Source: an optimization exercise on an open RTL-to-GDS flow (aim: small area). Production flows keep margins and buffers that such runs may drop. Function was checked by simulation only, so behaviour that the tests miss may differ from the original.

==> run a: inputs <==
Design ex_stage, start of the top module:
module ex_stage (
	input  logic                clock,
	input  logic                rst_n,
	input  logic                issue_valid,
	input  logic [209:0]        issue_pkt,
	output logic                issue_credit,
	output logic                complete_valid,
	output logic [37:0]         complete,
	input  logic                bus_credit,
	output logic                branch_valid,
	output logic [39:0]         branch
);
	ex_pkg::issue_pkt_t      pkt;
	ex_pkg::result_t         head;
	assign pkt      = issue_pkt;
	assign complete = head;
	logic [ex_pkg::XLEN-1:0] opa;
	logic [ex_pkg::XLEN-1:0] opb;
	logic [63:0]             prod;
	logic [ex_pkg::XLEN-1:0] logic_out;
	logic                    is_mult;
	ex_pkg::result_t         result;
	ex_pkg::branch_rec_t     branch_next;
	logic [2:0]              issue_slot;
	logic                    wr_a;
	logic [2:0]              slot_a;
	logic                    wr_b;
	logic [2:0]              slot_b;
	logic                    pop;
	logic                    head_valid;
	assign is_mult = pkt.alu_func[3] && (pkt.alu_func[2] != pkt.alu_func[1]);
	operand_select u_operand_select (
		.issue_pkt (pkt),
		.is_mult   (is_mult),
		.opa       (opa),
		.opb       (opb)
	);
	int_alu u_int_alu (
		.opa     (opa),
		.opb     (opb),
		.rs2     (pkt.rs2_value),
		.func    (pkt.alu_func),
		.p         (prod),
		.logic_out (logic_out)
	);
	logic [3:0]              func;
	logic                    alu_op;
	logic                    res_lo;
	logic                    res_hi;
	logic                    res_slt;
	logic [ex_pkg::XLEN-1:0] res_early;
	assign func    = pkt.alu_func;
	assign alu_op  = (func <= 4'd9) && !pkt.uncond_branch;
	assign res_lo  = (func == 4'd10) || (alu_op && ((func == 4'd0) || (func == 4'd1) || (func == 4'd7)));
	assign res_hi  = (func == 4'd11) || (func == 4'd12) || (func == 4'd13)
		|| (alu_op && ((func == 4'd8) || (func == 4'd9)));
	assign res_slt = alu_op && ((func == 4'd5) || (func == 4'd6));
	always_comb begin
		if ((func <= 4'd9) && pkt.uncond_branch) begin
			res_early = pkt.npc;
		end else if (alu_op && ((func == 4'd2) || (func == 4'd3) || (func == 4'd4))) begin
			res_early = logic_out;
		end else begin
			res_early = '0;
		end
	end
	assign result.tag   = pkt.tag;
	assign result.value = ({32{res_lo}} & prod[31:0]) | ({32{res_hi}} & prod[63:32])
		| res_early | {31'b0, res_slt & prod[33]};
  ...
==> flow/config.mk <==
export PLATFORM = sky130hd
export DESIGN_NAME = ex_stage
export DESIGN_NICKNAME = ex_stage
export VERILOG_FILES = /design/flow/design.v
export SDC_FILE = /design/flow/constraint.sdc
export NUM_CORES = 4
export LEC_CHECK = 0
export ABC_AREA = 1
export CAP_MARGIN = 20
export CORE_MARGIN = 2
export CORE_UTILIZATION = 50
export SLEW_MARGIN = 20
export SYNTH_HIERARCHICAL = 1
==> flow/constraint.sdc <==
create_clock -name core_clock -period 10.0 [get_ports {clock}]
set_input_delay 2.0000 -clock core_clock [delete_from_list [all_inputs] [get_ports {clock}]]
set_output_delay 2.0000 -clock core_clock [all_outputs]
set_load 0.01 [all_outputs]
standard.sh (not shown) runs the stock make flow with config.mk's settings and CLKGATE_MAP_FILE= SYNTH_SCRIPT=/design/flow/synth_recipe.tcl, a recipe that flattens the netlist after the stock synthesis.
==> flow/flow/run.sh <==
#!/bin/bash
# The standard layout, with plain buffers (not delay cells) on the ports.
set -euo pipefail
export BUFFER_PORTS_ARGS="-buffer_cell sky130_fd_sc_hd__buf_2"
bash standard.sh > standard.log 2>&1
==> run b: changes against run a <==
==> flow/flow/run.sh (replaced) <==
#!/bin/bash
# The standard layout, with plain buffers (not delay cells) on the ports,
# and non-critical gates downsized after global routing.
set -euo pipefail
export BUFFER_PORTS_ARGS="-buffer_cell sky130_fd_sc_hd__buf_1"
export RECOVER_POWER=100
bash standard.sh > standard.log 2>&1
- CORE_UTILIZATION: 50 -> 55
- CTS_BUF_LIST: default -> sky130_fd_sc_hd__clkbuf_8
==> results_dict.tcl <==
set metrics [dict create \
    coreArea_um2 100300 \
    antenna_found_initial 3 \
    maxSlewViolCount 0 \
    wl_met1_um 78290 \
    status "no timing/DRC/antenna violations" \
    buf_share 0.1028 \
    grt_pass1_wl_um 288400 \
    whs_ps 330.1 \
]
That was run a.
==> results_dict.tcl <==
set metrics [dict create \
    wl_met1_um 73970 \
    maxCapViolCount 11 \
    maxSlewViolCount 564 \
    status "finished with violations" \
    so_faults "max-capacitance violations, max-slew violations" \
    whs_ps 325.4 \
    buf_share 0.08684 \
    grt_pass1_wl_um 283000 \
]
That was run b.


==> fjord <==
ex_stage, a different RTL version from the one above (not shown whole).
clock: 10.0 ns
lec_check: 0
abc_area: 1
cap_margin: 20
core_margin: 2
core_utilization: 50
slew_margin: 20
synth_hierarchical: 1
==> flow/flow/run.sh <==
#!/bin/bash
# The standard layout, with plain buffers (not delay cells) on the ports.
set -euo pipefail
export BUFFER_PORTS_ARGS="-buffer_cell sky130_fd_sc_hd__buf_2"
bash standard.sh > standard.log 2>&1
==> nickel: changes against fjord <==
==> flow/run.sh (new file) <==
#!/bin/bash
# synth_recipe.tcl (not shown) runs the flow's synth.tcl, then flattens the netlist and writes it again
# the make line also repeats each setting of config.mk as NAME=value (left out here)
make -C /OpenROAD-flow-scripts/flow DESIGN_CONFIG=/design/flow/config.mk WORK_HOME=/design/flow/orfs CLKGATE_MAP_FILE= SYNTH_SCRIPT=/design/flow/synth_recipe.tcl finish
removed: flow/flow/run.sh
removed: flow/standard.sh
==> summary.txt <==
Against nickel, the critical path depth of fjord is lower by 1. Against fjord, the via count of nickel is higher by 2.1%. Of nickel and fjord, fjord has the higher worst setup slack (gap 0.073 ns). Non-clock buffer count: fjord is lower than nickel (280). Against fjord, the first-iteration DRC count of nickel is larger by about 3.3%. In sequential cell count, fjord and nickel do not differ. Sequential share of layout area: fjord is higher than nickel (1.3 points).

-- re-timing with driven ports --
The flow's constraints put no driver on any port. The routed layouts listed below were extracted and timed again, unchanged, in two steps. Step 1: set_driving_cell puts a clkbuf_16 on clock and a buf_2 on each other input, an assumption about the parent block. Step 2 moves the port delays by t, midway between the first and last clock arrival at a register: inputs arrive t later, outputs are due t later. That takes back most of the time a late clock gives input paths. Slacks: ideal ports / drivers / drivers and shift; pairs: ideal ports / drivers.
run	t, ns	setup slack, ns	worst hold slack (ns)	clock arrival spread, ns	worst slew at a driven data input, ns
run a	0.597	0.355 / 0.359 / -0.238	0.330 / 0.330 / 0.330	0.017 / 0.017	0.11
run b	0.665	0.156 / 0.176 / -0.489	0.325 / 0.325 / 0.325	0.022 / 0.022	0.12
fjord	0.607	0.362 / 0.322 / -0.284	0.328 / 0.328 / 0.328	0.027 / 0.027	0.14
nickel	0.596	0.289 / 0.296 / -0.300	0.320 / 0.320 / 0.320	0.020 / 0.020	0.13
The setup slack of fjord, which loses most, moves by -0.040 ns with the drivers and by -0.646 ns with both steps.
